Source: an optimization exercise on an open RTL-to-GDS flow (aim: small area, a short achievable clock period and few clock cycles per item). Production flows keep margins and buffers that such runs may drop. At most, simulation tests tie the RTL to the original design; equivalence was not proved. For runs 1 to 3, only the layout was checked, not whether the RTL still works. Power is estimated from default activity; no workload was simulated.

==> flow/design.v <==
`timescale 1ns/1ps
`default_nettype none
module mmacc_main (
  input  wire logic        clk,
  input  wire logic        s_rst_n,
  input  wire logic        ld_en_i,
  input  wire logic [4:0]  ld_add_i,
  input  wire logic [15:0] ld_data_i,
  input  wire logic        cmd_avail_i,
  input  wire logic [1:0]  cmd_slot_i,
  input  wire logic [2:0]  cmd_rot_i,
  input  wire logic        res_avail_i,
  input  wire logic [15:0] res_i,
  output logic             cmd_enquiry_o,
  output logic             feed_vld_o,
  output logic [15:0]      feed_data_o,
  output logic             feed_sop_o,
  output logic             feed_eop_o,
  output logic             sxt_vld_o,
  output logic [15:0]      sxt_data_o,
  output logic             sxt_last_o,
  output logic [1:0]       sxt_slot_o,
  output logic             done_o,
  output logic [1:0]       done_slot_o,
  output logic [3:0]       error_o
);
  logic [1:0] t_slot [4];
  logic [2:0] t_rot  [4];
  logic [1:0] wr_ptr;                
  logic [2:0] ifc;                   
  logic       tab_full;
  logic       cmd_take;
  logic       x_done;                
  assign tab_full = ifc[2];
  assign cmd_take = cmd_avail_i & ~tab_full;
  always_ff @(posedge clk) begin
    if (!s_rst_n) begin
      wr_ptr <= '0;
      ifc    <= '0;
    end else begin
      wr_ptr <= wr_ptr + 2'(cmd_take);
      ifc    <= ifc + 3'(cmd_take) - 3'(x_done);
    end
  end
  always_ff @(posedge clk) begin
    if (cmd_take) begin
      t_slot[wr_ptr] <= cmd_slot_i;
      t_rot[wr_ptr]  <= cmd_rot_i;
    end
  end
  logic [31:0][15:0] w;              
  logic [3:0][7:0]   sel_q;          
  logic [3:0][15:0]  rd;             
  always_comb begin
    for (int s = 0; s < 4; s++) begin
      rd[s] = '0;
      for (int i = 0; i < 8; i++) begin
        rd[s] = rd[s] | (w[s*8+i] & {16{sel_q[s][i]}});
      end
    end
  end
  function automatic logic [31:0] oh32(input logic [1:0] s, input logic [2:0] i);
    oh32 = '0;
    oh32[{s, i}] = 1'b1;
  endfunction
  logic       fr_v, fr_last, fr_neg;
  logic [2:0] fr_j, fr_rot, fr_idx;
  logic [1:0] fr_slot;
  logic [3:0] pf_oh;
  logic [1:0] f_ptr;                 
  logic [2:0] f_cnt;                 
  logic [2:0] fd_ptr;                
  logic       f_free, f_pend, f_start, f_tab;
  logic [1:0] hd_slot, fs_slot;
  logic [2:0] hd_rot, fs_rot, fs_idx;
  assign f_pend  = (f_cnt != 3'd0);
  assign f_free  = ~fr_v | fr_last;
  assign f_start = f_free & (f_pend | cmd_take);
  assign f_tab   = f_pend;
  assign hd_slot = t_slot[f_ptr];
  assign hd_rot  = t_rot[f_ptr];
  assign fs_slot = f_tab ? hd_slot : cmd_slot_i;
  assign fs_rot  = f_tab ? hd_rot  : cmd_rot_i;
  assign fs_idx  = 3'd0 - fs_rot;
  logic        fn_v;
  logic [31:0] fn_sel;
  logic [3:0]  fn_oh;
  assign fn_v   = f_start | (fr_v & ~fr_last);
  assign fn_sel = ~fn_v   ? 32'd0 :
                  f_start ? oh32(fs_slot, fs_idx) : oh32(fr_slot, fr_idx + 3'd1);
  assign fn_oh  = ~fn_v   ? 4'd0 :
                  f_start ? 4'(1) << fs_slot : 4'(1) << fr_slot;
  logic [15:0] pf;
  always_comb begin
    pf = '0;
    for (int s = 0; s < 4; s++) pf = pf | (rd[s] & {16{pf_oh[s]}});
  end
  always_ff @(posedge clk) begin
    if (!s_rst_n) begin
      fr_v   <= 1'b0;
      f_ptr  <= '0;
      f_cnt  <= '0;
      fd_ptr <= '0;
    end else begin
      fr_v   <= fn_v;
      f_ptr  <= f_ptr + 2'(f_start);
      f_cnt  <= f_cnt + 3'(cmd_take) - 3'(f_start);
      fd_ptr <= fd_ptr + 3'(fr_v & fr_last);
    end
  end
  always_ff @(posedge clk) begin
    if (f_start) begin
      fr_j    <= 3'd0;
      fr_last <= 1'b0;
      fr_rot  <= fs_rot;
      fr_slot <= fs_slot;
      fr_idx  <= fs_idx;
      fr_neg  <= (fs_rot != 3'd0);
    end else begin
      fr_j    <= fr_j + 3'd1;
      fr_last <= (fr_j == 3'd6);
      fr_idx  <= fr_idx + 3'd1;
      fr_neg  <= (fr_j + 3'd1) < fr_rot;
    end
  end
  always_ff @(posedge clk) begin
    if (!s_rst_n) begin
      feed_vld_o <= 1'b0;
      feed_sop_o <= 1'b0;
      feed_eop_o <= 1'b0;
    end else begin
      feed_vld_o <= fr_v;
      feed_sop_o <= fr_v & (fr_j == 3'd0);
      feed_eop_o <= fr_v & fr_last;
    end
  end
  always_ff @(posedge clk) begin
    feed_data_o <= fr_neg ? -pf : pf;
  end
  logic [5:0]  in_pos;               
  logic [15:0] a_q;
  logic        a_v;
  logic        r_v, r_adv;           
  logic [3:0]  pa_oh;
  logic [15:0] sum, nsum;
  logic [1:0]  in_slot;
  assign in_slot = t_slot[in_pos[4:3]];
  assign sum     = a_q + res_i;
  assign nsum    = (-a_q) + ~res_i + 16'd1;
  logic [15:0] pa;
  always_comb begin
    pa = '0;
    for (int s = 0; s < 4; s++) pa = pa | (rd[s] & {16{pa_oh[s]}});
  end
  logic a_load;
  assign a_load = r_v & (r_adv ? res_avail_i : ~res_avail_i);
  logic [5:0]  p1, p2;
  logic        av0, av1;             
  logic [5:0]  tg0, tg1;
  logic        rdy0, rdy1;
  logic [1:0]  sl0, sl1;
  assign p1   = in_pos + 6'd1;
  assign p2   = in_pos + 6'd2;
  assign av0  = a_v | (r_v & ~r_adv);
  assign av1  = r_v & r_adv;
  assign tg0  = av0 ? p1 : in_pos;
  assign tg1  = av1 ? p2 : p1;
  assign rdy0 = (tg0[5:3] != fd_ptr) | (fr_v & fr_last);
  assign rdy1 = (tg1[5:3] != fd_ptr) | (fr_v & fr_last);
  assign sl0  = t_slot[tg0[4:3]];
  assign sl1  = t_slot[tg1[4:3]];
  logic [31:0] an_sel0, an_sel1, an_sel;
  logic [3:0]  an_oh0, an_oh1, an_oh;
  assign an_sel0 = rdy0 ? oh32(sl0, tg0[2:0]) : 32'd0;
  assign an_sel1 = rdy1 ? oh32(sl1, tg1[2:0]) : 32'd0;
  assign an_oh0  = rdy0 ? 4'(1) << sl0 : 4'd0;
  assign an_oh1  = rdy1 ? 4'(1) << sl1 : 4'd0;
  assign an_sel  = res_avail_i ? an_sel1 : an_sel0;
  assign an_oh   = res_avail_i ? an_oh1  : an_oh0;
  always_ff @(posedge clk) begin
    if (!s_rst_n) begin
      in_pos <= '0;
      a_v    <= 1'b0;
      r_v    <= 1'b0;
      r_adv  <= 1'b0;
    end else begin
      in_pos <= res_avail_i ? p1 : in_pos;
      a_v    <= res_avail_i ? av1 : av0;
      r_v    <= res_avail_i ? rdy1 : rdy0;
      r_adv  <= res_avail_i ? av1 : av0;
    end
  end
  always_ff @(posedge clk) begin
    if (a_load) a_q <= pa;
  end
  logic [15:0] wbus;
  logic [31:0] we;
  assign wbus = ld_en_i ? ld_data_i : sum;
  assign we   = (ld_en_i ? oh32(ld_add_i[4:3], ld_add_i[2:0]) : 32'd0)
              | (res_avail_i ? oh32(in_slot, in_pos[2:0]) : 32'd0);
  always_ff @(posedge clk) begin
    for (int a = 0; a < 32; a++) begin
      if (we[a]) w[a] <= wbus;
    end
  end
  logic       x_b0, x_b1;
  logic [2:0] xb;                    
  logic [1:0] x_slot;
  logic [3:0] px_oh;
  logic [15:0] w0, px;
  assign x_b0   = res_avail_i & (in_pos[2:0] == 3'd6);
  assign x_b1   = res_avail_i & (in_pos[2:0] == 3'd7);
  assign x_done = (xb == 3'd7);
  always_comb begin
    w0 = '0;
    for (int s = 0; s < 4; s++) w0 = w0 | (w[s*8] & {16{in_slot == 2'(s)}});
    px = '0;
    for (int s = 0; s < 4; s++) px = px | (rd[s] & {16{px_oh[s]}});
  end
  logic        xn_v;
  logic [2:0]  xn_idx;
  logic [31:0] xn_sel;
  assign xn_v   = x_b1 | ((xb != 3'd0) & (xb != 3'd7));
  assign xn_idx = x_b1 ? 3'd6 : 3'd7 - xb;
  assign xn_sel = xn_v ? oh32(x_slot, xn_idx) : 32'd0;
  always_ff @(posedge clk) begin
    if (!s_rst_n) begin
      xb         <= '0;
      sxt_vld_o  <= 1'b0;
      sxt_last_o <= 1'b0;
    end else begin
      xb         <= x_b1 ? 3'd2 : (xb != 3'd0 && xb != 3'd7) ? xb + 3'd1 : 3'd0;
      sxt_vld_o  <= x_b0 | x_b1 | (xb != 3'd0);
      sxt_last_o <= x_done;
    end
  end
  always_ff @(posedge clk) begin
    if (x_b0) x_slot <= in_slot;
    sxt_data_o <= x_b0 ? w0 : x_b1 ? nsum : -px;
  end
  assign sxt_slot_o  = x_slot;
  assign done_o      = sxt_last_o;
  assign done_slot_o = x_slot;
  always_ff @(posedge clk) begin
    sel_q <= fn_sel | an_sel | xn_sel;
    pf_oh <= fn_oh;
    pa_oh <= an_oh;
    px_oh <= xn_v ? 4'(1) << x_slot : 4'd0;
  end
  logic [2:0] enq_cnt;
  always_ff @(posedge clk) begin
    if (!s_rst_n) begin
      enq_cnt       <= 3'd4;
      cmd_enquiry_o <= 1'b0;
    end else begin
      enq_cnt       <= enq_cnt - 3'(enq_cnt != 3'd0);
      cmd_enquiry_o <= (enq_cnt != 3'd0) | x_done;
    end
  end
  logic err_cmd, err_res;
  always_ff @(posedge clk) begin
    if (!s_rst_n) begin
      err_cmd <= 1'b0;
      err_res <= 1'b0;
    end else begin
      err_cmd <= err_cmd | (cmd_avail_i & tab_full);
      err_res <= err_res | (res_avail_i & (in_pos[5:3] == fd_ptr));
    end
  end
  assign error_o = {err_cmd, 1'b0, err_res, 1'b0};
endmodule
`default_nettype wire
==> flow/run.sh <==
#!/bin/bash
# synth_recipe.tcl (not shown) runs the flow's synth.tcl, then flattens the netlist and writes it again
# the make line also repeats each setting of config.mk as NAME=value (left out here)
make -C /OpenROAD-flow-scripts/flow DESIGN_CONFIG=/design/flow/config.mk WORK_HOME=/design/flow/orfs CLKGATE_MAP_FILE= SYNTH_SCRIPT=/design/flow/synth_recipe.tcl finish
==> flow/config.mk <==
export PLATFORM = sky130hd
export DESIGN_NAME = mmacc_main
export DESIGN_NICKNAME = mmacc_main
export VERILOG_FILES = /design/flow/design.v
export SDC_FILE = /design/flow/constraint.sdc
export NUM_CORES = 4
export LEC_CHECK = 0
export CAP_MARGIN = 20
export CORE_MARGIN = 2
export CORE_UTILIZATION = 40
export SETUP_SLACK_MARGIN = 2.0
export SLEW_MARGIN = 20
==> flow/constraint.sdc <==
create_clock -name core_clock -period 5.0 [get_ports {clk}]
set_input_delay 1.0000 -clock core_clock [delete_from_list [all_inputs] [get_ports {clk}]]
set_output_delay 1.0000 -clock core_clock [all_outputs]
set_load 0.01 [all_outputs]
==> flow_summary.yaml, run 1 <==
critical_path:
  crit_path_max_fanout: 4
  worstPathArrival_ns: 3.69
  cp-end-kind: "flip-flop"
  crit_path_frequent_cell: "ha_4"
  cp.required_ns: 5.57
  worst_path_max_delay_cell: "mux4_2"
  path_cells: "mux4_2 > mux2_4 > inv_2 > ha_4 > ha_4 > or3_4 > xnor2_4 > a21oi_4 > buf_6 > nand3_4 > o221ai_1 > a31o_2"
  regToRegSetupSlack_ns: 1.88
  cpPeakStageDelay_ns: 0.51
  worstReg2RegStart: "f_ptr[0]"
  r2r-end: "sel_q[13]"
  crit_path_start_kind: "flip-flop"
  r2r_cells: 12
  crit_type: "reg -> reg"
timing:
  fin_worst_skew_ns: 0.0280
  holdWs_ns: 0.470
  finalSetupViolCount: 0
  fin_crit_sh: 0.624
  fin_tns_setup_ns: 0
  grt_setup_unrepaired: "yes"
  period_needed_ns: 3.12
  worstMarginPinSlew_ns: 1.30
  slew_violations: 0
  relSlewSlack: 0.133
  hold_viol_final: 0
  max_freq_mhz: 321
clock_network:
  cts_tree: "yes"
  clkTransAtPathRegs_ns: 0.06
  clk_path_buf_depth: 3
  clock_sinks: 677
  root_buffer: "clkbuf_16"
  clock_latency_ns: 0.63
  cts_max_level: 3
  cts_buffers: 74
finish:
  drive_gt1_frac: 0.279
  stdcell_area_um2: 38800
  mostFrequentLayoutCells: "555 x edfxtp_1, 235 x a22oi_1, 142 x nand2_1"
  final_common_cell: "edfxtp_1"
  fin_cells: 3616
  layout.nets: 2665
  area_growth_pct: 25.7
grt:
  grt.total_usage: 0.287
  grt_max_degree: 36
  grt_pass1_wl_um: 161000
  grt_pass1_vias: 21900
  antenna_found_initial: 2
  gr-total-overflow: 0
yosys:
  synth_fa_ha_area_frac: 0.0379
  synth_top_family_by_area: "compound AO/OA/AOI/OAI gates"
  synth-xor-area-share: 0.0291
  yosysSeqAreaShare: 0.620
  synthSimpleGateAreaFrac: 0.0899
  yosysWarnings: 1
  synth_compound_area_frac: 0.155
  yosys_register_bits: 677
  synth_edf_count: 555
  async_flop_share: 0
  synthCells: 2293
  muxShareOfSynthArea: 0.0272
  ys_types: 102
  syn-cell-area_um2: 30800
  postSynthAreaPerCell_um2: 13.4
  synth-main-ff-cell: "edfxtp_1"
placement:
  hpwlAfterDp_um: 76100
  dpl-instance-area_um2: 33300
  io_buffer_count: 91
  place_inst: 3368
  place.gp.congestion: 0.974
floorplan:
  die_area_um2: 79300
  num_io_pins: 94
  rows: 101
  chipWidth_um: 282
  dieHeight_um: 282
  start_util: 0.405
  coreArea_um2: 76100
outcome:
  status: "finished clean"
route:
  wl_um: 116000
  detail_route.wl_per_cell_um: 32.2
  drc: 0
  ant_nets: 0
  viasPerCell: 6.38
  initialDrtViolationCount: 2860
  num_vias: 23100
  firstDrtPassIters: 5
power_and_ir_drop:
  peakVddDrop_mv: 0.470
  fin_total_pwr_mw: 20.7
  p_leak_nw: 13.0
  power_density_nw_per_um2: 534
hold_path:
  hold_path_end: "fr_j[0]"
  hold_path.class: "reg -> reg"
  hp-start: "fr_j[0]"
  hold_depth: 1
run:
  drv_cap: 0
[through the flow]
step,worst slack [ns],utilization
floorplan,1.56,-
global placement,0.575,0.438
detailed placement,0.476,0.438
CTS,1.88,0.493
global route,1.80,0.509
finish,1.88,0.509
[cell families (layout without fill, tap and decap cells)]
kind of cell | count (synthesis) | in the layout
fa+ha+maj | 91 | 91
simple gates | 530 | 532
mux | 47 | 48
flops | 677 | 677
xor+xnor | 100 | 100
compound gates | 629 | 632
buf+inv | 218 | 501
other cells | 1 | 5
[worst max path at each step]
stage	depth (start not counted)	endpoint	slack [ns]	startpoint
after floorplan	4	w[115]	1.56	res_i[1]
after global placement	12	w[476]	0.58	res_i[0]
after detailed placement	12	w[319]	0.48	res_i[2]
after CTS	13	w[206]	1.88	a_q[0]
after global routing	12	sel_q[13]	1.80	f_ptr[0]
final	12	sel_q[13]	1.88	f_ptr[0]
[where the power goes]
| group | switching [mW] | internal, mW | total (mW) |
|---|---|---|---|
| Combinational | 4.91 | 2.86 | 7.77 |
| Clock | 2.31 | 3.39 | 5.70 |
| Sequential | 0.595 | 6.62 | 7.22 |
[timing repair]
action	CTS	global route
hold buffers	0	0
buffers inserted	68	31
gates cloned	9	5
gates resized for setup	234	194
setup endpoints to repair	827	760
pin swaps	52	58
[layout make-up]
type                            instances  area [µm²]
Multi-Input combinational cell       1405       12700
Inverter                               93         370
Fill cell                            6435       37300
Sequential cell                       677       19200
Timing Repair Buffer                  276        2720
Clock buffer                           91        2010
Antenna cell                            3        7.51
Clock inverter                         41         503
Tap cell                             1030        1290
[critical path, delay by kind of cell (launching register included)]
| kind | cells | cell delay [ns] |
|---|---|---|
| compound gates | 3 | 0.62 |
| xor+xnor | 1 | 0.16 |
| fa+ha+maj | 2 | 0.33 |
| buf+inv | 2 | 0.22 |
| flops | 1 | 0.38 |
| mux | 2 | 0.81 |
| simple gates | 2 | 0.54 |
[cells in the mapped netlist, types with 7 or more instances]
| master | number | area share |
|---|---|---|
| nand2_1 | 144 | 0.018 |
| edfxtp_1 | 555 | 0.54 |
| a221oi_1 | 7 | 0.0020 |
| xnor2_1 | 57 | 0.016 |
| a22oi_1 | 300 | 0.073 |
| o31ai_1 | 10 | 0.0024 |
| a22oi_2 | 8 | 0.0032 |
| or4_1 | 7 | 0.0017 |
| a22o_1 | 25 | 0.0071 |
| or3_1 | 14 | 0.0028 |
| mux2i_1 | 12 | 0.0039 |
| a31oi_1 | 9 | 0.0018 |
| nand3_1 | 42 | 0.0068 |
| nor3b_1 | 9 | 0.0022 |
| o211ai_1 | 18 | 0.0044 |
| clkbuf_1 | 37 | 0.0045 |
| inv_1 | 90 | 0.011 |
| nor3_1 | 39 | 0.0063 |
| o41ai_1 | 14 | 0.0040 |
| and2_1 | 32 | 0.0065 |
| buf_6 | 38 | 0.014 |
| dfxtp_1 | 122 | 0.079 |
| a21oi_1 | 34 | 0.0055 |
| a41oi_1 | 46 | 0.013 |
| xor2_1 | 40 | 0.011 |
| nand2b_1 | 8 | 0.0016 |
| buf_4 | 14 | 0.0034 |
| ha_1 | 87 | 0.035 |
| nand4_1 | 65 | 0.013 |
| a211oi_1 | 7 | 0.0017 |
| nor2b_1 | 22 | 0.0045 |
| and3_1 | 21 | 0.0043 |
| o221ai_1 | 16 | 0.0045 |
| nor2_1 | 90 | 0.011 |
| o21ai_0 | 42 | 0.0068 |
| o22ai_1 | 33 | 0.0067 |
| buf_2 | 28 | 0.0045 |
| mux4_2 | 27 | 0.020 |
[flip-flops by register name, indices dropped and copies added, names as in the netlist, 4 cells and up, named ones only]
| signal | flops |
|---|---|
| a_q | 16 |
| feed_data_o | 16 |
| in_pos | 6 |
| pa_oh | 4 |
| pf_oh | 4 |
| px_oh | 4 |
| sel_q | 32 |
| sxt_data_o | 16 |
| t_rot | 12 |
| t_slot | 8 |
| w | 512 |
[routing by layer]
layer,routed length (µm),track usage,vias to the layer above
met5,0,0,-
met4,7870,0.171,0
met3,13300,0.0768,328
met2,51700,0.437,1497
met1,43500,0.368,11700
li1,-,-,9579
==> inputs of run 2 (changes only) <==
--- a/flow/design.v
+++ b/flow/design.v
@@ -194,9 +194,18 @@
     if (a_load) a_q <= pa;
   end
+  logic [15:0] sum_q;
+  logic        wq_v;
+  logic [4:0]  wq_add;
+  always_ff @(posedge clk) begin
+    if (!s_rst_n) wq_v <= 1'b0;
+    else          wq_v <= res_avail_i;
+    sum_q  <= sum;
+    wq_add <= {in_slot, in_pos[2:0]};
+  end
   logic [15:0] wbus;
   logic [31:0] we;
-  assign wbus = ld_en_i ? ld_data_i : sum;
+  assign wbus = ld_en_i ? ld_data_i : sum_q;
   assign we   = (ld_en_i ? oh32(ld_add_i[4:3], ld_add_i[2:0]) : 32'd0)
-              | (res_avail_i ? oh32(in_slot, in_pos[2:0]) : 32'd0);
+              | (wq_v ? oh32(wq_add[4:3], wq_add[2:0]) : 32'd0);
   always_ff @(posedge clk) begin
     for (int a = 0; a < 32; a++) begin
--- a/flow/config.mk
+++ b/flow/config.mk
@@ -9,4 +9,4 @@
 export CORE_MARGIN = 2
 export CORE_UTILIZATION = 40
-export SETUP_SLACK_MARGIN = 2.0
+export SETUP_SLACK_MARGIN = 2.5
 export SLEW_MARGIN = 20
==> flow_summary.yaml, run 2 <==
power_and_ir_drop:
  p_leak_nw: 14.0
  peakVddDrop_mv: 0.510
  power_density_nw_per_um2: 526
finish:
  fin_cells: 3695
  utilization: 0.533
  layout.nets: 2740
  final_common_cell: "edfxtp_1"
  mostFrequentLayoutCells: "555 x edfxtp_1, 208 x a22oi_1, 162 x buf_4"
  regMostFlops: "w"
  drive_gt1_frac: 0.332
  largest_register_ffs: 512
  largestRegisters: "w (512), sel_q (32)"
  area_growth_pct: 31.6
route:
  viasPerCell: 6.23
  wl_um: 112000
  ant_nets: 0
  firstDrtPassIters: 6
  detail_route.wl_per_cell_um: 30.2
  drc: 0
  num_vias: 23000
  initialDrtViolationCount: 3033
timing:
  max_freq_mhz: 333
  holdWs_ns: 0.472
  slew_violations: 0
  period_needed_ns: 3.01
  fin_worst_skew_ns: 0.0290
  fin_crit_sh: 0.601
  worstMarginPinSlew_ns: 1.07
  finalSetupViolCount: 0
  relSlewSlack: 0.285
  grt_setup_unrepaired: "yes"
  hold_viol_final: 0
  fin_tns_setup_ns: 0
clock_network:
  clock_sinks: 699
  cts_buffers: 74
  cts_tree: "yes"
  clkTransAtPathRegs_ns: 0.06
  clock_latency_ns: 0.64
  clk_path_buf_depth: 3
  root_buffer: "clkbuf_16"
  cts_max_level: 3
grt:
  antenna_found_initial: 6
  grt_max_degree: 37
  grt_pass1_wl_um: 156000
  grt.total_usage: 0.275
  grt_pass1_vias: 22000
  gr-total-overflow: 0
yosys:
  yosysWarnings: 1
  postSynthAreaPerCell_um2: 13.3
  synth-main-ff-cell: "edfxtp_1"
  synthTopCellsByCount: "555 x edfxtp_1, 303 x a22oi_1, 155 x nand2_1"
  yosysSeqAreaShare: 0.635
  synth.largest_area_cell: "edfxtp_1"
  yosysMostFrequentCell: "edfxtp_1"
  async_flop_share: 0
  yosys_register_bits: 699
  synth_edf_count: 555
  ys_types: 87
  ys_top_cells_by_area: "edfxtp_1 54%, dfxtp_1 9.4%, a22oi_1 7.4%"
  synthCells: 2311
  netlist.area_leader.share: 0.541
  syn-cell-area_um2: 30800
critical_path:
  cp.required_ns: 5.55
  crit_path_frequent_cell: "buf_4"
  worstPathArrival_ns: 3.56
  crit_path_max_fanout: 10
  worstReg2RegStart: "sel_q[23]"
  cpPeakStageDelay_ns: 0.58
  regToRegSetupSlack_ns: 1.99
  worst_path_max_delay_cell: "or4_4"
  cp_num_buf_inv: 3
  cp-end-kind: "flip-flop"
  path_cells: "buf_12 > a22oi_2 > buf_4 > buf_4 > a41oi_4 > or4_4 > nor2_4 > nor4b_4 > nand4b_1 > o31ai_2 > xor2_1"
  crit_start: "sel_q[23]"
  crit_family: "simple AND/OR/NAND/NOR gates"
  crit_path_start_kind: "flip-flop"
  crit_type: "reg -> reg"
floorplan:
  die_area_um2: 79300
  num_io_pins: 94
  chipWidth_um: 282
  rows: 101
  dieHeight_um: 282
  start_util: 0.405
  coreArea_um2: 76100
run:
  drv_cap: 0
placement:
  hpwlAfterDp_um: 73700
  place_inst: 3326
  place.gp.congestion: 0.983
  io_buffer_count: 91
hold_path:
  hold_path.class: "reg -> reg"
  hp-start: "fr_j[0]"
outcome:
  status: "finished clean"
-- run 2: report_power, final --
part	switching [mW]	total [mW]	internal, mW
Clock	2.30	5.32	3.02
Combinational	4.94	8.52	3.58
Sequential	0.735	7.51	6.78
Total	7.97	21.3	13.4
-- run 2: final cells by class --
type	instances	area, µm²
fill	6215	35500
multi-input combinational	1391	13400
sequential	699	19700
clock inverter	32	272
tap	1030	1290
clock buffer	103	2030
inverter	97	399
timing repair buffer	340	3520
antenna	3	7.51
-- run 2: layer usage --
metal / wire length, µm / up-vias / GRT usage
met4: 7600 / 0 / 0.158
met1: 41800 / 11500 / 0.352
met3: 11100 / 329 / 0.0457
li1: - / 9740 / -
met5: 0 / - / 0
met2: 51200 / 1433 / 0.443
-- run 2: through the flow --
stage | setup slack, ns | power (mW) | cell area (µm²)
after floorplan | 1.86 | 11.0 | 32000
after global placement | 1.06 | 13.3 | 33600
after detailed placement | 0.983 | 13.4 | 33600
after CTS | 1.98 | 20.4 | 39100
after global routing | 1.92 | 22.1 | 40500
final | 1.99 | 21.3 | 40600
-- run 2: worst paths after layout --
check,end,depth (start not counted)
setup / recovery,feed_data_o[15],11
hold / removal,fr_j[0],1
setup reg to reg,feed_data_o[15],11
hold reg to reg,fr_j[0],1
-- run 2: cell families after synthesis --
family	after synthesis	share of synthesized area
adders and majority gates	90	0.0375
xor gates and xnor gates	99	0.0281
muxes	56	0.0299
DFF	699	0.635
and+or+nand+nor	551	0.0939
other	1	0.000122
buffers and inverters	223	0.0316
AOI/OAI and AO/OA	592	0.144
-- run 2: timing repair --
| item | 4_1_cts | 5_1_grt |
|---|---|---|
| endpoints found under the setup margin | 657 | 793 |
| hold buffers | 0 | 0 |
| cloned | 0 | 2 |
| buffers inserted | 162 | 67 |
| resized for setup | 391 | 195 |
| pin swaps | 138 | 119 |
==> inputs of run 3 (changes only) <==
--- a/flow/design.v
+++ b/flow/design.v
@@ -26,5 +26,5 @@
 );
   logic [1:0] t_slot [4];
-  logic [2:0] t_rot  [4];
+  logic [2:0] t_sidx [4];            
   logic [1:0] wr_ptr;                
   logic [2:0] ifc;                   
@@ -46,5 +46,5 @@
     if (cmd_take) begin
       t_slot[wr_ptr] <= cmd_slot_i;
-      t_rot[wr_ptr]  <= cmd_rot_i;
+      t_sidx[wr_ptr] <= 3'd0 - cmd_rot_i;
     end
   end
@@ -61,9 +61,20 @@
   end
   function automatic logic [31:0] oh32(input logic [1:0] s, input logic [2:0] i);
-    oh32 = '0;
-    oh32[{s, i}] = 1'b1;
+    for (int a = 0; a < 32; a++) oh32[a] = ({s, i} == 5'(a));
+  endfunction
+  function automatic logic [3:0] oh4(input logic [1:0] s);
+    for (int a = 0; a < 4; a++) oh4[a] = (s == 2'(a));
+  endfunction
+  function automatic logic [15:0] cneg(input logic [15:0] x, input logic n);
+    logic [15:0] p;
+    p = x;
+    for (int d = 1; d < 16; d = d * 2) begin
+      for (int i = 15; i >= d; i--) p[i] = p[i] | p[i-d];
+    end
+    cneg[0] = x[0];
+    for (int i = 1; i < 16; i++) cneg[i] = x[i] ^ (n & p[i-1]);
   endfunction
   logic       fr_v, fr_last, fr_neg;
-  logic [2:0] fr_j, fr_rot, fr_idx;
+  logic [2:0] fr_j, fr_idx;
   logic [1:0] fr_slot;
   logic [3:0] pf_oh;
@@ -73,5 +84,5 @@
   logic       f_free, f_pend, f_start, f_tab;
   logic [1:0] hd_slot, fs_slot;
-  logic [2:0] hd_rot, fs_rot, fs_idx;
+  logic [2:0] hd_sidx, fs_idx;
   assign f_pend  = (f_cnt != 3'd0);
   assign f_free  = ~fr_v | fr_last;
@@ -79,8 +90,7 @@
   assign f_tab   = f_pend;
   assign hd_slot = t_slot[f_ptr];
-  assign hd_rot  = t_rot[f_ptr];
+  assign hd_sidx = t_sidx[f_ptr];
   assign fs_slot = f_tab ? hd_slot : cmd_slot_i;
-  assign fs_rot  = f_tab ? hd_rot  : cmd_rot_i;
-  assign fs_idx  = 3'd0 - fs_rot;
+  assign fs_idx  = f_tab ? hd_sidx : 3'd0 - cmd_rot_i;
   logic        fn_v;
   logic [31:0] fn_sel;
@@ -90,5 +100,5 @@
                   f_start ? oh32(fs_slot, fs_idx) : oh32(fr_slot, fr_idx + 3'd1);
   assign fn_oh  = ~fn_v   ? 4'd0 :
-                  f_start ? 4'(1) << fs_slot : 4'(1) << fr_slot;
+                  f_start ? oh4(fs_slot) : oh4(fr_slot);
   logic [15:0] pf;
   always_comb begin
@@ -113,13 +123,12 @@
       fr_j    <= 3'd0;
       fr_last <= 1'b0;
-      fr_rot  <= fs_rot;
       fr_slot <= fs_slot;
       fr_idx  <= fs_idx;
-      fr_neg  <= (fs_rot != 3'd0);
+      fr_neg  <= (fs_idx != 3'd0);
     end else begin
       fr_j    <= fr_j + 3'd1;
       fr_last <= (fr_j == 3'd6);
       fr_idx  <= fr_idx + 3'd1;
-      fr_neg  <= (fr_j + 3'd1) < fr_rot;
+      fr_neg  <= fr_neg & (fr_idx != 3'd7);
     end
   end
@@ -136,5 +145,5 @@
   end
   always_ff @(posedge clk) begin
-    feed_data_o <= fr_neg ? -pf : pf;
+    feed_data_o <= cneg(pf, fr_neg);
   end
   logic [5:0]  in_pos;               
@@ -174,6 +183,6 @@
   assign an_sel0 = rdy0 ? oh32(sl0, tg0[2:0]) : 32'd0;
   assign an_sel1 = rdy1 ? oh32(sl1, tg1[2:0]) : 32'd0;
-  assign an_oh0  = rdy0 ? 4'(1) << sl0 : 4'd0;
-  assign an_oh1  = rdy1 ? 4'(1) << sl1 : 4'd0;
+  assign an_oh0  = rdy0 ? oh4(sl0) : 4'd0;
+  assign an_oh1  = rdy1 ? oh4(sl1) : 4'd0;
   assign an_sel  = res_avail_i ? an_sel1 : an_sel0;
   assign an_oh   = res_avail_i ? an_oh1  : an_oh0;
@@ -200,5 +209,5 @@
     if (!s_rst_n) wq_v <= 1'b0;
     else          wq_v <= res_avail_i;
-    sum_q  <= sum;
+    if (res_avail_i) sum_q <= sum;
     wq_add <= {in_slot, in_pos[2:0]};
   end
@@ -218,4 +227,5 @@
   logic [3:0] px_oh;
   logic [15:0] w0, px;
+  logic [15:0] xr;                   
   assign x_b0   = res_avail_i & (in_pos[2:0] == 3'd6);
   assign x_b1   = res_avail_i & (in_pos[2:0] == 3'd7);
@@ -230,6 +240,6 @@
   logic [2:0]  xn_idx;
   logic [31:0] xn_sel;
-  assign xn_v   = x_b1 | ((xb != 3'd0) & (xb != 3'd7));
-  assign xn_idx = x_b1 ? 3'd6 : 3'd7 - xb;
+  assign xn_v   = x_b1 | ((xb != 3'd0) & (xb < 3'd6));
+  assign xn_idx = x_b1 ? 3'd5 : 3'd6 - xb;
   assign xn_sel = xn_v ? oh32(x_slot, xn_idx) : 32'd0;
   always_ff @(posedge clk) begin
@@ -246,5 +256,6 @@
   always_ff @(posedge clk) begin
     if (x_b0) x_slot <= in_slot;
-    sxt_data_o <= x_b0 ? w0 : x_b1 ? nsum : -px;
+    xr         <= x_b1 ? sum_q : px;
+    sxt_data_o <= x_b0 ? w0 : x_b1 ? nsum : cneg(xr, 1'b1);
   end
   assign sxt_slot_o  = x_slot;
@@ -255,5 +266,5 @@
     pf_oh <= fn_oh;
     pa_oh <= an_oh;
-    px_oh <= xn_v ? 4'(1) << x_slot : 4'd0;
+    px_oh <= xn_v ? oh4(x_slot) : 4'd0;
   end
   logic [2:0] enq_cnt;
==> flow_summary.yaml, run 3 <==
outcome:
  status: "finished clean"
run:
  drv_cap: 0
grt:
  grt_use_met2: 0.383
  grt_max_degree: 41
  grtUsageMet3: 0.0644
  grt.met1_usage: 0.339
  gr-total-overflow: 0
  grt_pass1_wl_um: 141000
  grt_pass1_vias: 20700
  grt.total_usage: 0.245
  busiest_layer: "met2"
  antenna_found_initial: 1
clock_network:
  clock_sinks: 712
  cts_max_level: 3
  cts_tree: "yes"
  clock_latency_ns: 0.64
  root_buffer: "clkbuf_16"
  clk_path_buf_depth: 3
  clkTransAtPathRegs_ns: 0.06
  postCtsHoldBufs: 0
  cts_buffers: 75
timing:
  finalSetupViolCount: 0
  period_needed_ns: 3.15
  holdWs_ns: 0.453
  worstMarginPinSlew_ns: 1.09
  max_freq_mhz: 317
  grt_setup_unrepaired: "yes"
  hold_viol_final: 0
  slew_violations: 0
  fin_crit_sh: 0.631
  relSlewSlack: 0.275
  fin_worst_skew_ns: 0.0464
  fin_tns_setup_ns: 0
yosys:
  synth-main-ff-cell: "edfxtp_1"
  yosysMostFrequentCell: "edfxtp_1"
  yosysWarnings: 1
  yosysSeqAreaShare: 0.660
  netlist.area_leader.share: 0.564
  synthTopCellsByCount: "568 x edfxtp_1, 333 x a22oi_1, 144 x dfxtp_1"
  async_flop_share: 0
  ys_types: 67
  ys_top_cells_by_area: "edfxtp_1 56%, dfxtp_1 9.5%, a22oi_1 8.3%"
  yosys_register_bits: 712
  postSynthAreaPerCell_um2: 13.6
  syn-cell-area_um2: 30200
  synth_edf_count: 568
  synth.largest_area_cell: "edfxtp_1"
  synthCells: 2225
placement:
  io_buffer_count: 91
  place_inst: 3187
  place.gp.congestion: 0.924
  hpwlAfterDp_um: 64100
finish:
  largestRegisters: "w (512), sel_q (32)"
  final_common_cell: "edfxtp_1"
  regMostFlops: "w"
  mostFrequentLayoutCells: "568 x edfxtp_1, 314 x a22oi_1, 124 x buf_4"
  multi_input_area_um2: 11000
  regArea_um2: 20000
  largest_register_ffs: 512
  antenna_cells: 0
  utilization: 0.505
  drive_gt1_frac: 0.263
  fin_cells: 3449
  fill_cells: 6262
  area_growth_pct: 24.7
  layout.nets: 2539
critical_path:
  regToRegSetupSlack_ns: 1.85
  crit_path_max_fanout: 16
  worstReg2RegStart: "sel_q[1]"
  r2r-end: "feed_data_o[12]"
  cp-end-kind: "flip-flop"
  cp.required_ns: 5.51
  crit_type: "reg -> reg"
  crit_start: "sel_q[1]"
  r2r_cells: 9
  crit_path_start_kind: "flip-flop"
  worstPathArrival_ns: 3.66
route:
  firstDrtPassIters: 6
  num_vias: 21100
  ant_nets: 0
  drc: 0
  detail_route.wl_per_cell_um: 28.1
  viasPerCell: 6.11
  initialDrtViolationCount: 2773
  wl_um: 96900
power_and_ir_drop:
  p_leak_nw: 13.1
  peakVddDrop_mv: 0.453
  power_density_nw_per_um2: 502
hold_path:
  hold_depth: 1
  hp-start: "fr_j[0]"
  hold_path.class: "reg -> reg"
  hold_path_end: "fr_j[0]"
floorplan:
  coreArea_um2: 74600
  chipWidth_um: 279
  rows: 100
  num_io_pins: 94
  dieHeight_um: 279
  start_util: 0.405
  die_area_um2: 77800
## run 3: changes by cell type in the layout (fill, tap and decap cells not counted), sizes merged, moves of 32 or more
cell and change:
a41oi -40, a22oi +36, nand3 -33, nand2 -45, a31oi +32, buf -78
## run 3: cell type report
cell class | instances | share of cell area
sequential | 712 | 0.532
multi-input combinational | 1293 | 0.292
timing repair buffer | 264 | 0.0660
clock buffer | 89 | 0.0551
tap | 969 | 0.0322
clock inverter | 50 | 0.0151
inverter | 72 | 0.00763
## run 3: cells by family (layout without fill, tap and decap cells)
family / after synthesis / count (layout) / synth area share
flip-flops: 712 / 712 / 0.660
AO/OA/AOI/OAI: 647 / 647 / 0.156
AND/OR/NAND/NOR: 440 / 440 / 0.0727
buffers and inverters: 222 / 475 / 0.0293
XOR/XNOR: 76 / 76 / 0.0220
adder cells (fa/ha/maj): 74 / 74 / 0.0316
multiplexers: 53 / 54 / 0.0287
other: 1 / 2 / 0.000124
## run 3: how the worst max path moves through the flow
stage / to / slack (ns) / cells past startpoint
5_1_grt: feed_data_o[12] / 1.80 / 9
6_report: feed_data_o[12] / 1.85 / 9
3_5_place_dp: sum_q[11] / 1.04 / 10
4_1_cts: feed_data_o[12] / 1.91 / 9
3_3_place_gp: sum_q[11] / 1.16 / 10
2_1_floorplan: sxt_data_o[15] / 2.07 / 13
## run 3: repair_timing
| item | in CTS | in global routing |
|---|---|---|
| endpoints found under the setup margin | 389 | 232 |
| endpoints found under the hold margin | 0 | 0 |
| buffers inserted | 88 | 31 |
| gates cloned | 1 | 3 |
| gates resized for setup | 294 | 104 |
| pin swaps | 65 | 50 |
## run 3: per-layer routing
metal	part of all wire	vias to the layer above
li1	-	9187
met4	0.022	2
met1	0.42	10600
met3	0.097	166
met5	0.00017	-
met2	0.46	1078
## run 3: through the flow
stage,power [mW],worst slack (ns),instance area [µm²]
2_1_floorplan,10.1,2.07,30800
3_3_place_gp,11.8,1.16,32700
3_5_place_dp,11.9,1.04,32700
4_1_cts,18.5,1.91,37000
5_1_grt,19.6,1.80,37700
6_report,18.9,1.85,37700
## run 3: worst max-delay path, cell delays in order (launching register included)
cell and delay, ns:
dfxtp_1 0.31, buf_6 0.18, a22oi_2 0.28, a41oi_2 0.20
or4_4 0.49, nand4b_4 0.19, or4_4 0.51, or4_4 0.51
o41ai_2 0.25, xnor2_1 0.12
## run 3: power by group
part | switching [mW] | total, mW | internal (mW) | leakage, nW
registers | 0.632 | 7.50 | 6.87 | 6.32
logic | 3.29 | 5.49 | 2.20 | 5.45
clock network | 2.43 | 5.91 | 3.48 | 1.29
total | 6.36 | 18.9 | 12.5 | 13.1
==> inputs of run 4 (changes only) <==
--- a/flow/design.v
+++ b/flow/design.v
@@ -133,17 +133,27 @@
     end
   end
-  always_ff @(posedge clk) begin
-    if (!s_rst_n) begin
+  logic        fq_v, fq_sop, fq_eop, fq_neg;
+  logic [15:0] fq;
+  always_ff @(posedge clk) begin
+    if (!s_rst_n) begin
+      fq_v       <= 1'b0;
+      fq_sop     <= 1'b0;
+      fq_eop     <= 1'b0;
       feed_vld_o <= 1'b0;
       feed_sop_o <= 1'b0;
       feed_eop_o <= 1'b0;
     end else begin
-      feed_vld_o <= fr_v;
-      feed_sop_o <= fr_v & (fr_j == 3'd0);
-      feed_eop_o <= fr_v & fr_last;
-    end
-  end
-  always_ff @(posedge clk) begin
-    feed_data_o <= cneg(pf, fr_neg);
+      fq_v       <= fr_v;
+      fq_sop     <= fr_v & (fr_j == 3'd0);
+      fq_eop     <= fr_v & fr_last;
+      feed_vld_o <= fq_v;
+      feed_sop_o <= fq_sop;
+      feed_eop_o <= fq_eop;
+    end
+  end
+  always_ff @(posedge clk) begin
+    fq          <= pf;
+    fq_neg      <= fr_neg;
+    feed_data_o <= cneg(fq, fq_neg);
   end
   logic [5:0]  in_pos;               
--- a/flow/config.mk
+++ b/flow/config.mk
@@ -8,5 +8,5 @@
 export CAP_MARGIN = 20
 export CORE_MARGIN = 2
-export CORE_UTILIZATION = 40
+export CORE_UTILIZATION = 60
 export SETUP_SLACK_MARGIN = 2.5
 export SLEW_MARGIN = 20
==> flow_summary.yaml, run 4 <==
yosys:
  ys_types: 69
  postSynthAreaPerCell_um2: 13.8
  synth_top_family_by_area: "compound AO/OA/AOI/OAI gates"
  muxShareOfSynthArea: 0.0281
  ys_top_cells_by_area: "edfxtp_1 56%, dfxtp_1 11%, a22oi_1 9.3%"
  yosysSeqAreaShare: 0.670
  synthCells: 2201
  yosys_register_bits: 732
  synth.largest_area_cell: "edfxtp_1"
  synthSimpleGateAreaFrac: 0.0767
  synth_compound_area_frac: 0.146
  synthTopCellsByCount: "568 x edfxtp_1, 378 x a22oi_1, 164 x dfxtp_1"
  yosysWarnings: 1
  synth-xor-area-share: 0.0205
  yosysMostFrequentCell: "edfxtp_1"
  netlist.area_leader.share: 0.562
  syn-cell-area_um2: 30400
  synth-main-ff-cell: "edfxtp_1"
  synth_edf_count: 568
  async_flop_share: 0
  synth_fa_ha_area_frac: 0.0315
placement:
  place.gp.congestion: 0.933
  hpwlAfterDp_um: 63900
  io_buffer_count: 91
route:
  viasPerCell: 6.85
  initialDrtViolationCount: 2960
  wl_um: 95600
  ant_nets: 0
  firstDrtPassIters: 6
  num_vias: 21100
  detail_route.wl_per_cell_um: 31.1
  drc: 0
power_and_ir_drop:
  peakVddDrop_mv: 0.406
  power_density_nw_per_um2: 472
  p_comb_frac: 0.242
  intPower_mw: 11.4
  p_sw_frac: 0.337
  p_leak_nw: 12.4
  p_sw_mw: 5.78
  pwr-share-seq: 0.455
  pwr-share-clk: 0.303
critical_path:
  crit_path_max_fanout: 3
  cp-end-kind: "flip-flop"
  worstReg2RegStart: "a_q[1]"
  crit_start: "a_q[1]"
  worstPathArrival_ns: 3.15
  crit_path_frequent_cell: "ha_4"
  cpPeakStageDelay_ns: 0.47
  crit_path_start_kind: "flip-flop"
  worst_path_max_delay_cell: "edfxtp_1"
  path_cells: "ha_4 > inv_4 > ha_4 > inv_2 > fa_2 > nor2b_4 > o31a_1 > or3_1 > a31oi_1 > xnor2_1 > nand2_1 > a21oi_2"
  cp.required_ns: 5.56
  cp_num_buf_inv: 2
  crit_type: "reg -> reg"
  crit_family: "adder cells"
clock_network:
  clock_latency_ns: 0.63
  cts_tree: "yes"
  root_buffer: "clkbuf_16"
  clk_path_buf_depth: 3
  cts_buffers: 72
  clkTransAtPathRegs_ns: 0.06
  cts_max_level: 3
  clock_sinks: 732
timing:
  finalSetupViolCount: 0
  holdWs_ns: 0.429
  max_freq_mhz: 387
  worstMarginPinSlew_ns: 1.17
  hold_viol_final: 0
  fin_worst_skew_ns: 0.0280
  fin_crit_sh: 0.517
  relSlewSlack: 0.220
  period_needed_ns: 2.59
  slew_violations: 0
  grt_setup_unrepaired: "yes"
  fin_tns_setup_ns: 0
grt:
  gr-total-overflow: 0
  grt_max_degree: 48
  antenna_found_initial: 1
  grt_pass1_vias: 20200
  grt.total_usage: 0.363
  grt_pass1_wl_um: 138000
floorplan:
  coreArea_um2: 50100
  die_area_um2: 52400
  chipWidth_um: 229
  dieHeight_um: 229
  start_util: 0.606
  rows: 82
  num_io_pins: 94
finish:
  final_common_cell: "edfxtp_1"
  fill_cells: 3309
  area_growth_pct: 19.5
  mostFrequentLayoutCells: "568 x edfxtp_1, 378 x a22oi_1, 153 x dfxtp_1"
  largest_register_ffs: 512
  largestRegisters: "w (512), sel_q (32)"
  drive_gt1_frac: 0.195
  regMostFlops: "w"
  layout.nets: 2462
run:
  drv_cap: 0
hold_path:
  hp-start: "in_pos[2]"
  hold_path.class: "reg -> reg"
outcome:
  status: "finished clean"
## run 4: what timing repair did
action	in CTS	in global routing
pin swaps	61	41
hold buffers	0	0
gates resized for setup	183	76
buffers inserted	62	28
cloned	0	2
setup endpoints to repair	520	309
## run 4: worst paths after layout
kind         cells past startpoint             to  slack [ns]
min                              0      wq_add[2]        0.43
max reg2reg                     12  sxt_data_o[9]        2.41
max                             12  sxt_data_o[9]        2.41
min reg2reg                      0      wq_add[2]        0.43
## run 4: cell families (layout without fill, tap and decap cells)
logic type / after synthesis / after routing
flops: 732 / 732
buf+inv: 209 / 403
fa+ha+maj: 74 / 74
other cells: 1 / 4
mux: 52 / 52
compound gates: 613 / 613
xor+xnor: 71 / 71
simple gates: 449 / 451
## run 4: stage by stage
stage | area [µm²] | util | cells | total power [mW] | worst slack [ns]
after global placement | 32200 | 0.642 | 2847 | 11.5 | 1.30
after detailed placement | 32200 | 0.643 | 2847 | 11.6 | 1.31
after CTS | 35700 | 0.713 | 3040 | 16.9 | 2.35
after global routing | 36300 | 0.725 | 3070 | 17.6 | 2.38
final | 36300 | 0.725 | 3072 | 17.1 | 2.41
after floorplan | 30800 | - | 2202 | 9.69 | 2.11
## run 4: cell type report
cell class                 instances  area [µm²]  share of cell area
antenna                            2        5.00            0.000138
clock inverter                    36         284             0.00783
tap                              672         841              0.0232
timing repair buffer             201        2000              0.0551
multi-input combinational       1263       10500               0.290
inverter                          71         289             0.00797
clock buffer                      95        1970              0.0543
sequential                       732       20400               0.561
## run 4: power groups by stage
stage,sequential (mW),combinational (mW),clock (mW)
after global routing,7.82,4.37,5.46
after global placement,7.87,3.63,0
after CTS,7.76,3.91,5.23
after detailed placement,7.89,3.67,0
final,7.80,4.15,5.20
after floorplan,7.30,2.39,0
## run 4: metal layers
metal | global-route usage | routed length [µm] | share of wire
met5 | 0.00551 | 67 | 0.00070
met4 | 0.180 | 5310 | 0.055
met3 | 0.0969 | 11300 | 0.12
met2 | 0.552 | 43000 | 0.45
met1 | 0.486 | 36000 | 0.38
Testbench counts of run 4, summed over its fixed seeds: cycles 2,958, items 256.
==> inputs of run 5 (changes only) <==
--- a/flow/config.mk
+++ b/flow/config.mk
@@ -8,5 +8,5 @@
 export CAP_MARGIN = 20
 export CORE_MARGIN = 2
-export CORE_UTILIZATION = 60
-export SETUP_SLACK_MARGIN = 2.5
+export CORE_UTILIZATION = 40
+export SETUP_SLACK_MARGIN = 2.8
 export SLEW_MARGIN = 20
==> flow_summary.yaml, run 5 <==
finish:
  final_common_cell: "edfxtp_1"
  area_growth_pct: 26.4
  largestRegisters: "w (512), sel_q (32)"
  drive_gt1_frac: 0.279
  layout.nets: 2520
  utilization: 0.508
  mostFrequentLayoutCells: "568 x edfxtp_1, 372 x a22oi_1, 142 x dfxtp_1"
  largest_register_ffs: 512
  regMostFlops: "w"
power_and_ir_drop:
  peakVddDrop_mv: 0.269
  power_density_nw_per_um2: 470
  fin_total_pwr_mw: 18.0
  p_leak_nw: 12.9
timing:
  period_needed_ns: 2.58
  fin_worst_skew_ns: 0.0289
  relSlewSlack: 0.274
  fin_crit_sh: 0.516
  holdWs_ns: 0.426
  finalSetupViolCount: 0
  grt_setup_unrepaired: "yes"
  fin_ws_ns: 2.42
  slew_violations: 0
  fin_tns_setup_ns: 0
  hold_viol_final: 0
  worstMarginPinSlew_ns: 1.09
  max_freq_mhz: 388
yosys:
  yosysWarnings: 1
  synth_fa_ha_area_frac: 0.0315
  yosysMostFrequentCell: "edfxtp_1"
  synthSimpleGateAreaFrac: 0.0767
  postSynthAreaPerCell_um2: 13.8
  syn-cell-area_um2: 30400
  synth_compound_area_frac: 0.146
  synth_top_family_by_area: "compound AO/OA/AOI/OAI gates"
  synth-xor-area-share: 0.0205
  muxShareOfSynthArea: 0.0281
  synth.largest_area_cell: "edfxtp_1"
  yosysSeqAreaShare: 0.670
  yosys_register_bits: 732
  synthTopCellsByCount: "568 x edfxtp_1, 378 x a22oi_1, 164 x dfxtp_1"
  ys_top_cells_by_area: "edfxtp_1 56%, dfxtp_1 11%, a22oi_1 9.3%"
  ys_types: 69
  async_flop_share: 0
  synth-main-ff-cell: "edfxtp_1"
  synthCells: 2201
  synth_edf_count: 568
  netlist.area_leader.share: 0.562
clock_network:
  root_buffer: "clkbuf_16"
  clkTransAtPathRegs_ns: 0.06
  postCtsHoldBufs: 0
  cts_buffers: 76
  cts_max_level: 3
  clock_latency_ns: 0.63
  clock_sinks: 732
  cts_tree: "yes"
  clk_path_buf_depth: 3
route:
  dr_wl_met3_um: 10000
  wl_met2_um: 45700
  dr.max_layer_used: "met4"
  m1WireLength_um: 42600
  wl_um: 102000
  firstDrtPassIters: 8
  initialDrtViolationCount: 2566
  viasPerCell: 6.20
  num_vias: 21300
  detail_route.wl_per_cell_um: 29.8
  ant_nets: 0
  drc: 0
floorplan:
  start_util: 0.402
  chipWidth_um: 280
  coreArea_um2: 75600
  num_io_pins: 94
  die_area_um2: 78100
  rows: 101
  dieHeight_um: 280
outcome:
  status: "finished clean"
hold_path:
  hp-start: "fq_v"
  hold_path.class: "reg -> reg"
grt:
  grt_pass1_wl_um: 147000
  grt.total_usage: 0.259
  antenna_found_initial: 3
  grt_pass1_vias: 20900
  gr-total-overflow: 0
  grt_max_degree: 33
critical_path:
  worstPathArrival_ns: 3.04
  crit_type: "reg -> reg"
  cp.required_ns: 5.46
  worstReg2RegStart: "in_pos[0]"
  crit_path_start_kind: "flip-flop"
  crit_path_max_fanout: 7
  cp-end-kind: "flip-flop"
  crit_start: "in_pos[0]"
placement:
  hpwlAfterDp_um: 66600
  pre_cts_ws_ns: 1.28
  io_buffer_count: 91
  place.gp.congestion: 0.907
run:
  drv_cap: 0
## run 5: cell count changes in the layout (fill, tap and decap cells not counted), moves of 12 or more
| cell | delta |
|---|---|
| buf_2 | +21 |
| buf_4 | +19 |
| clkdlybuf4s50_1 | -25 |
| o22ai_4 | +13 |
| dlygate4sd2_1 | -19 |
| buf_12 | +23 |
| o221ai_1 | -12 |
| buf_6 | +14 |
## run 5: cells by family after synthesis
kind of cell,count (synthesis)
buf+inv,209
mux,52
other cells,1
flops,732
compound gates,613
xor+xnor,71
simple gates,449
fa+ha+maj,74
## run 5: worst max-delay path, stage by stage (launching register included)
cell and delay, ns:
dfxtp_4 0.35, buf_12 0.12, ha_4 0.16, a21boi_4 0.14, o21ai_4 0.25, xor2_4 0.22
mux4_2 0.65, buf_4 0.19, buf_6 0.13, nand2_4 0.09, o221ai_1 0.12
## run 5: per-layer routing
metal  GRT usage  up-vias
li1            -     9112
met1       0.364    10800
met2       0.393     1234
met3      0.0527      220
met4       0.106        0
met5           0        -
## run 5: path summary, 6_finish.rpt
| check | to | slack (ns) | depth (start not counted) |
|---|---|---|---|
| min reg2reg | feed_vld_o | 0.43 | 1 |
| min | feed_vld_o | 0.43 | 1 |
| max | sel_q[10] | 2.42 | 10 |
| max reg2reg | sel_q[10] | 2.42 | 10 |
## run 5: timing repair
action                     4_1_cts  5_1_grt
gates resized for setup        405       90
cloned                           5        0
setup buffers                  128       24
pin swaps                      125       60
setup endpoints to repair     1173      262
## run 5: stage by stage
stage | instances | instance area, µm²
after floorplan | 2202 | 31500
after global placement | 3142 | 33000
after detailed placement | 3142 | 33000
after CTS | 3415 | 38000
after global routing | 3439 | 38400
final | 3440 | 38400
## run 5: cell type report
type | instances | area (µm²)
Sequential cell | 732 | 20400
Clock inverter | 37 | 322
Tap cell | 978 | 1220
Multi-Input combinational cell | 1263 | 11300
Inverter | 71 | 292
Timing Repair Buffer | 255 | 2680
Antenna cell | 1 | 2.50
Fill cell | 6198 | 37200
Clock buffer | 103 | 2160
## run 5: power by group
| group | switching, mW | internal, mW |
|---|---|---|
| clock | 2.39 | 3.26 |
| sequential | 0.796 | 7.02 |
| combinational | 2.91 | 1.65 |
| total | 6.10 | 11.9 |
==> inputs of run 6 (changes only) <==
--- a/flow/config.mk
+++ b/flow/config.mk
@@ -9,4 +9,4 @@
 export CORE_MARGIN = 2
 export CORE_UTILIZATION = 40
-export SETUP_SLACK_MARGIN = 2.8
+export SETUP_SLACK_MARGIN = 2.3
 export SLEW_MARGIN = 20
==> flow_summary.yaml, run 6 <==
floorplan:
  start_util: 0.402
  rows: 101
  die_area_um2: 78100
  chipWidth_um: 280
  coreArea_um2: 75600
  num_io_pins: 94
  dieHeight_um: 280
route:
  drc: 0
  initialDrtViolationCount: 2687
  ant_nets: 0
  detail_route.wl_per_cell_um: 29.4
  viasPerCell: 6.13
  wl_um: 98300
  num_vias: 20500
  firstDrtPassIters: 10
yosys:
  yosys_register_bits: 732
  synth_edf_count: 568
  yosysWarnings: 1
  yosysMostFrequentCell: "edfxtp_1"
  synth-main-ff-cell: "edfxtp_1"
  netlist.area_leader.share: 0.562
  postSynthAreaPerCell_um2: 13.8
  async_flop_share: 0
  ys_types: 69
  synthCells: 2201
  yosysSeqAreaShare: 0.670
  synthTopCellsByCount: "568 x edfxtp_1, 378 x a22oi_1, 164 x dfxtp_1"
  syn-cell-area_um2: 30400
  synth.largest_area_cell: "edfxtp_1"
  ys_top_cells_by_area: "edfxtp_1 56%, dfxtp_1 11%, a22oi_1 9.3%"
timing:
  fin_worst_skew_ns: 0.0357
  finalSetupViolCount: 0
  fin_ws_ns: 2.32
  max_freq_mhz: 373
  grt_setup_unrepaired: "yes"
  relSlewSlack: 0.293
  slew_violations: 0
  fin_crit_sh: 0.536
  fin_tns_setup_ns: 0
  period_needed_ns: 2.68
  holdWs_ns: 0.424
  worstMarginPinSlew_ns: 1.06
  hold_viol_final: 0
critical_path:
  crit_path_max_fanout: 5
  r2r_cells: 7
  worst_path_max_delay_cell: "or4_4"
  worstReg2RegStart: "fq[0]"
  crit_family: "simple AND/OR/NAND/NOR gates"
  cp-end-kind: "flip-flop"
  path_cells: "or4_4 > or3_4 > or4_4 > or2_4 > o41ai_4 > nand2_1 > xor2_1"
  crit_path_frequent_cell: "or4_4"
  cp.required_ns: 5.50
  r2r-end: "feed_data_o[15]"
  cpPeakStageDelay_ns: 0.55
  crit_path_start_kind: "flip-flop"
  crit_type: "reg -> reg"
  cp_num_buf_inv: 0
  worstPathArrival_ns: 3.18
  regToRegSetupSlack_ns: 2.32
clock_network:
  cts_max_level: 3
  clkTransAtPathRegs_ns: 0.06
  cts_tree: "yes"
  clock_latency_ns: 0.63
  cts_buffers: 76
  clk_path_buf_depth: 3
  clock_sinks: 732
  root_buffer: "clkbuf_16"
outcome:
  status: "finished clean"
hold_path:
  hold_path.class: "reg -> reg"
  hp-start: "fq[0]"
  hold_path_end: "feed_data_o[0]"
  hold_depth: 0
finish:
  multi_input_area_um2: 10100
  regArea_um2: 20400
  final_common_cell: "edfxtp_1"
  layout.nets: 2423
  drive_gt1_frac: 0.159
  utilization: 0.476
  largestRegisters: "w (512), sel_q (32)"
  area_growth_pct: 18.6
  fill_cells: 6435
  antenna_cells: 0
  regMostFlops: "w"
  mostFrequentLayoutCells: "568 x edfxtp_1, 378 x a22oi_1, 157 x dfxtp_1"
  largest_register_ffs: 512
power_and_ir_drop:
  p_sw_frac: 0.333
  fin_total_pwr_mw: 17.5
  pwr-share-seq: 0.447
  p_comb_frac: 0.225
  p_leak_nw: 12.0
  peakVddDrop_mv: 0.270
  p_sw_mw: 5.81
  intPower_mw: 11.6
  pwr-share-clk: 0.328
  power_density_nw_per_um2: 485
placement:
  io_buffer_count: 91
  hpwlAfterDp_um: 66600
  pre_cts_ws_ns: 1.30
  place.gp.congestion: 0.885
grt:
  gr-total-overflow: 0
  grt_max_degree: 49
  grt_pass1_wl_um: 141000
  grt_pass1_vias: 19900
  grt.total_usage: 0.248
  antenna_found_initial: 4
run:
  drv_cap: 0
## run 6: cell counts after synthesis
Identical to the previous run, type by type.
## run 6: layer usage
metal,vias up,GRT usage,wire (µm)
met1,10400,0.348,40700
met2,1073,0.384,44500
met3,182,0.0474,9330
met4,0,0.0928,3790
met5,-,0,0
li1,8885,-,-
## run 6: worst reg2reg max path, cell delays in order, from the launching register on
cell	delay (ns)
dfxtp_1	0.35
or4_4	0.55
or3_4	0.36
or4_4	0.43
or2_4	0.27
o41ai_4	0.28
nand2_1	0.16
xor2_1	0.17
## run 6: metrics by stage
step,instance area [µm²],cells
2_1_floorplan,30600,2202
3_3_place_gp,32600,3167
3_5_place_dp,32600,3167
4_1_cts,35700,3329
5_1_grt,36000,3343
6_report,36000,3343
## run 6: cell type report
cell class / instances / area share
Timing Repair Buffer: 159 / 0.0428
Tap cell: 978 / 0.0340
Clock inverter: 35 / 0.00782
Multi-Input combinational cell: 1262 / 0.279
Clock buffer: 106 / 0.0632
Sequential cell: 732 / 0.565
Inverter: 71 / 0.00761
## run 6: kinds of logic (layout without fill, tap and decap cells)
group	count (synthesis)	after routing	synth area share
flip-flops	732	732	0.670
AO/OA/AOI/OAI	613	613	0.146
AND/OR/NAND/NOR	449	449	0.0767
buffers and inverters	209	371	0.0270
adder cells (fa/ha/maj)	74	74	0.0315
XOR/XNOR	71	71	0.0205
multiplexers	52	53	0.0281
other	1	2	0.000124
## run 6: how the worst max path moves through the flow
stage,slack [ns],end,cells after the start,startpoint
CTS,2.30,sxt_data_o[9],11,res_i[5]
global placement,1.32,sxt_data_o[13],13,res_i[0]
floorplan,2.11,sxt_data_o[9],12,res_i[1]
detailed placement,1.30,sxt_data_o[13],13,res_i[0]
finish,2.32,feed_data_o[15],7,fq[0]
global route,2.23,feed_data_o[15],7,fq[0]
## run 6: repair_timing
| action | in CTS | in global routing |
|---|---|---|
| gates cloned | 1 | 0 |
| hold endpoints to repair | 0 | 0 |
| resized for setup | 77 | 55 |
| setup buffers | 20 | 14 |
| setup endpoints to repair | 315 | 175 |
| pin swaps | 25 | 28 |
| hold buffers | 0 | 0 |
## run 6: power groups by stage
stage | sequential (mW) | combinational (mW) | clock (mW)
4_1_cts | 7.79 | 3.82 | 5.79
3_3_place_gp | 7.90 | 3.71 | 0
3_5_place_dp | 7.91 | 3.74 | 0
5_1_grt | 7.84 | 4.16 | 6.02
2_1_floorplan | 7.30 | 2.37 | 0
6_report | 7.81 | 3.93 | 5.72
==> inputs of run 7 (changes only) <==
--- a/flow/config.mk
+++ b/flow/config.mk
@@ -9,4 +9,6 @@
 export CORE_MARGIN = 2
 export CORE_UTILIZATION = 40
-export SETUP_SLACK_MARGIN = 2.3
+export CTS_CLUSTER_DIAMETER = 60
+export CTS_CLUSTER_SIZE = 30
+export SETUP_SLACK_MARGIN = 2.5
 export SLEW_MARGIN = 20
==> flow_summary.yaml, run 7 <==
outcome:
  status: "finished clean"
finish:
  fill_cells: 6533
  area_growth_pct: 17.8
  layout.nets: 2422
  largest_register_ffs: 512
  regMostFlops: "w"
  multi_input_area_um2: 10500
  mostFrequentLayoutCells: "568 x edfxtp_1, 376 x a22oi_1, 154 x dfxtp_1"
  regArea_um2: 20400
  stdcell_area_um2: 35800
  largestRegisters: "w (512), sel_q (32)"
  final_common_cell: "edfxtp_1"
  drive_gt1_frac: 0.179
  fin_cells: 3315
power_and_ir_drop:
  p_sw_mw: 5.81
  p_comb_frac: 0.254
  peakVddDrop_mv: 0.231
  p_leak_nw: 12.1
  fin_total_pwr_mw: 16.2
  pwr-share-clk: 0.263
  p_sw_frac: 0.359
  power_density_nw_per_um2: 452
  pwr-share-seq: 0.483
  intPower_mw: 10.4
floorplan:
  coreArea_um2: 75600
  die_area_um2: 78100
  rows: 101
  start_util: 0.402
  num_io_pins: 94
  chipWidth_um: 280
  dieHeight_um: 280
route:
  ant_nets: 0
  initialDrtViolationCount: 2460
  wl_um: 98100
  detail_route.wl_per_cell_um: 29.6
  viasPerCell: 6.22
  drc: 0
  num_vias: 20600
  firstDrtPassIters: 6
clock_network:
  root_buffer: "clkbuf_16"
  clkTransAtPathRegs_ns: 0.09
  cts_tree: "yes"
  clk_path_buf_depth: 3
  clock_latency_ns: 0.64
  cts_max_level: 2
  clock_sinks: 732
  cts_buffers: 44
placement:
  dpl-instance-area_um2: 32600
  hpwlAfterDp_um: 65300
  place_inst: 3165
  io_buffer_count: 91
  place.gp.congestion: 0.908
timing:
  fin_tns_setup_ns: 0
  slew_violations: 0
  worstMarginPinSlew_ns: 1.07
  relSlewSlack: 0.283
  finalSetupViolCount: 0
  grt_setup_unrepaired: "yes"
  fin_worst_skew_ns: 0.0423
  max_freq_mhz: 394
  period_needed_ns: 2.54
  fin_crit_sh: 0.508
  hold_viol_final: 0
critical_path:
  worstReg2RegStart: "in_pos[1]"
  worst_path_max_delay_cell: "mux4_2"
  crit_path_max_fanout: 6
  r2r_cells: 9
  worstPathArrival_ns: 3.00
  crit_path_start_kind: "flip-flop"
  crit_type: "reg -> reg"
  crit_family: "multiplexers"
  cp.depth: 9
  cp_num_buf_inv: 1
  r2r-end: "sel_q[28]"
  cp.required_ns: 5.46
  cpPeakStageDelay_ns: 0.55
  cp-end-kind: "flip-flop"
  regToRegSetupSlack_ns: 2.46
  path_cells: "ha_4 > a21boi_1 > o21ai_2 > xor2_2 > buf_6 > mux4_2 > and2_4 > nand3b_1 > o221ai_1"
grt:
  grt_max_degree: 44
  grt_pass1_vias: 19800
  grt.total_usage: 0.246
  grt_pass1_wl_um: 141000
  antenna_found_initial: 2
  gr-total-overflow: 0
yosys:
  syn-cell-area_um2: 30400
  synthTopCellsByCount: "568 x edfxtp_1, 378 x a22oi_1, 164 x dfxtp_1"
  yosysWarnings: 1
  synth-main-ff-cell: "edfxtp_1"
  netlist.area_leader.share: 0.562
  yosysSeqAreaShare: 0.670
  synthCells: 2201
  async_flop_share: 0
  ys_types: 69
  synth.largest_area_cell: "edfxtp_1"
  ys_top_cells_by_area: "edfxtp_1 56%, dfxtp_1 11%, a22oi_1 9.3%"
  yosysMostFrequentCell: "edfxtp_1"
  postSynthAreaPerCell_um2: 13.8
  synth_edf_count: 568
  yosys_register_bits: 732
run:
  drv_cap: 0
hold_path:
  hold_path_end: "feed_eop_o"
  hold_path.class: "reg -> reg"
  hold_depth: 1
  hp-start: "fq_eop"
[run 7: changes by cell type in the layout (fill, tap and decap cells not counted), sizes merged]
cell	change
clkbuf	-54
clkdlybuf4s50	-48
dlygate4sd2	+37
buf	+31
clkinv	-10
inv	+8
dlymetal6s2s	+6
clkinvlp	-4
clkdlybuf4s15	+3
bufinv	+1
diode	+1
or3	+1
[run 7: how the worst max path moves through the flow]
stage                                 to       from
after floorplan            sxt_data_o[9]   res_i[1]
after global placement    sxt_data_o[13]   res_i[0]
after detailed placement  sxt_data_o[13]   res_i[1]
after CTS                          w[49]    ld_en_i
after global routing       sxt_data_o[9]     a_q[1]
final                          sel_q[28]  in_pos[1]
[run 7: metrics by stage]
step,util,setup WS [ns],hold slack [ns]
2_1_floorplan,-,2.11,0.331
3_3_place_gp,0.432,1.29,0.401
3_5_place_dp,0.432,1.32,0.398
4_1_cts,0.466,2.41,0.441
5_1_grt,0.473,2.38,0.467
6_report,0.473,2.46,0.439
[run 7: cell type report]
cell class / count / area share
sequential: 732 / 0.569
multi-input combinational: 1263 / 0.295
timing repair buffer: 189 / 0.0487
tap: 978 / 0.0342
clock buffer: 51 / 0.0321
clock inverter: 30 / 0.0132
inverter: 71 / 0.00787
antenna: 1 / 0.0000700
[run 7: cells by family after synthesis]
| group | count (synthesis) | synth area share |
|---|---|---|
| buffers and inverters | 209 | 0.0270 |
| DFF | 732 | 0.670 |
| and+or+nand+nor | 449 | 0.0767 |
| AOI/OAI and AO/OA | 613 | 0.146 |
| muxes | 52 | 0.0281 |
| adders and majority gates | 74 | 0.0315 |
| other | 1 | 0.000124 |
| xor gates and xnor gates | 71 | 0.0205 |
[run 7: per-layer routing]
layer | wire length (µm) | part of all wire | GRT usage
met4 | 2720 | 0.028 | 0.0661
met5 | 32 | 0.00033 | 0
met2 | 45100 | 0.46 | 0.389
met1 | 42200 | 0.43 | 0.357
met3 | 8060 | 0.082 | 0.0362
[run 7: worst reg2reg max path, cell delays in order, from the launching register on]
cell	delay (ns)
dfxtp_4	0.39
ha_4	0.17
a21boi_1	0.13
o21ai_2	0.22
xor2_2	0.16
buf_6	0.14
mux4_2	0.55
and2_4	0.20
nand3b_1	0.25
o221ai_1	0.16
[run 7: what timing repair did]
item                                    4_1_cts  5_1_grt
buffers inserted                             52       14
resized for setup                           157      109
cloned                                        2        0
pin swaps                                    40       30
hold buffers                                  0        0
endpoints found under the setup margin      542      481
[run 7: power groups by stage]
stage	combinational [mW]	sequential (mW)	clock, mW
4_1_cts	3.91	7.79	4.31
5_1_grt	4.32	7.84	4.55
2_1_floorplan	2.39	7.30	0
3_5_place_dp	3.69	7.93	0
3_3_place_gp	3.66	7.92	0
6_report	4.11	7.81	4.26

-- port drivers added, routing unchanged --
The flow's constraints put no driver on any port. The routed layouts listed below were extracted and timed again, unchanged, in two steps. Step 1 assumes that a clkbuf_16 drives the clock port and a buf_2 every other input. Step 2, shift: input delay + t, output delay - t, t = (earliest + latest rising clock arrival at the registers) / 2. This alone moves slack from input paths to output paths. Three values: ideal, step 1, step 2; two values: the first two.
| run | t, ns | setup WS [ns] | worst setup path at the end | clock arrival spread, ns |
|---|---|---|---|---|
| run 1 | 0.691 | 1.880 / 1.880 / 1.263 | input to register | 0.036 / 0.035 |
| run 2 | 0.686 | 1.995 / 1.995 / 1.369 | input to register | 0.029 / 0.029 |
| run 3 | 0.683 | 1.847 / 1.847 / 1.751 | input to register | 0.046 / 0.046 |
| run 4 | 0.674 | 2.414 / 2.414 / 1.786 | input to register | 0.028 / 0.028 |
| run 5 | 0.676 | 2.421 / 2.421 / 1.879 | input to register | 0.029 / 0.029 |
| run 6 | 0.683 | 2.321 / 2.296 / 1.718 | input to register | 0.038 / 0.038 |
| run 7 | 0.675 | 2.461 / 2.461 / 1.819 | input to register | 0.044 / 0.044 |
After both steps every run listed still meets setup and hold. The setup slack of run 7, which loses most, moves by 0.000 ns with the drivers and by -0.642 ns with both steps.
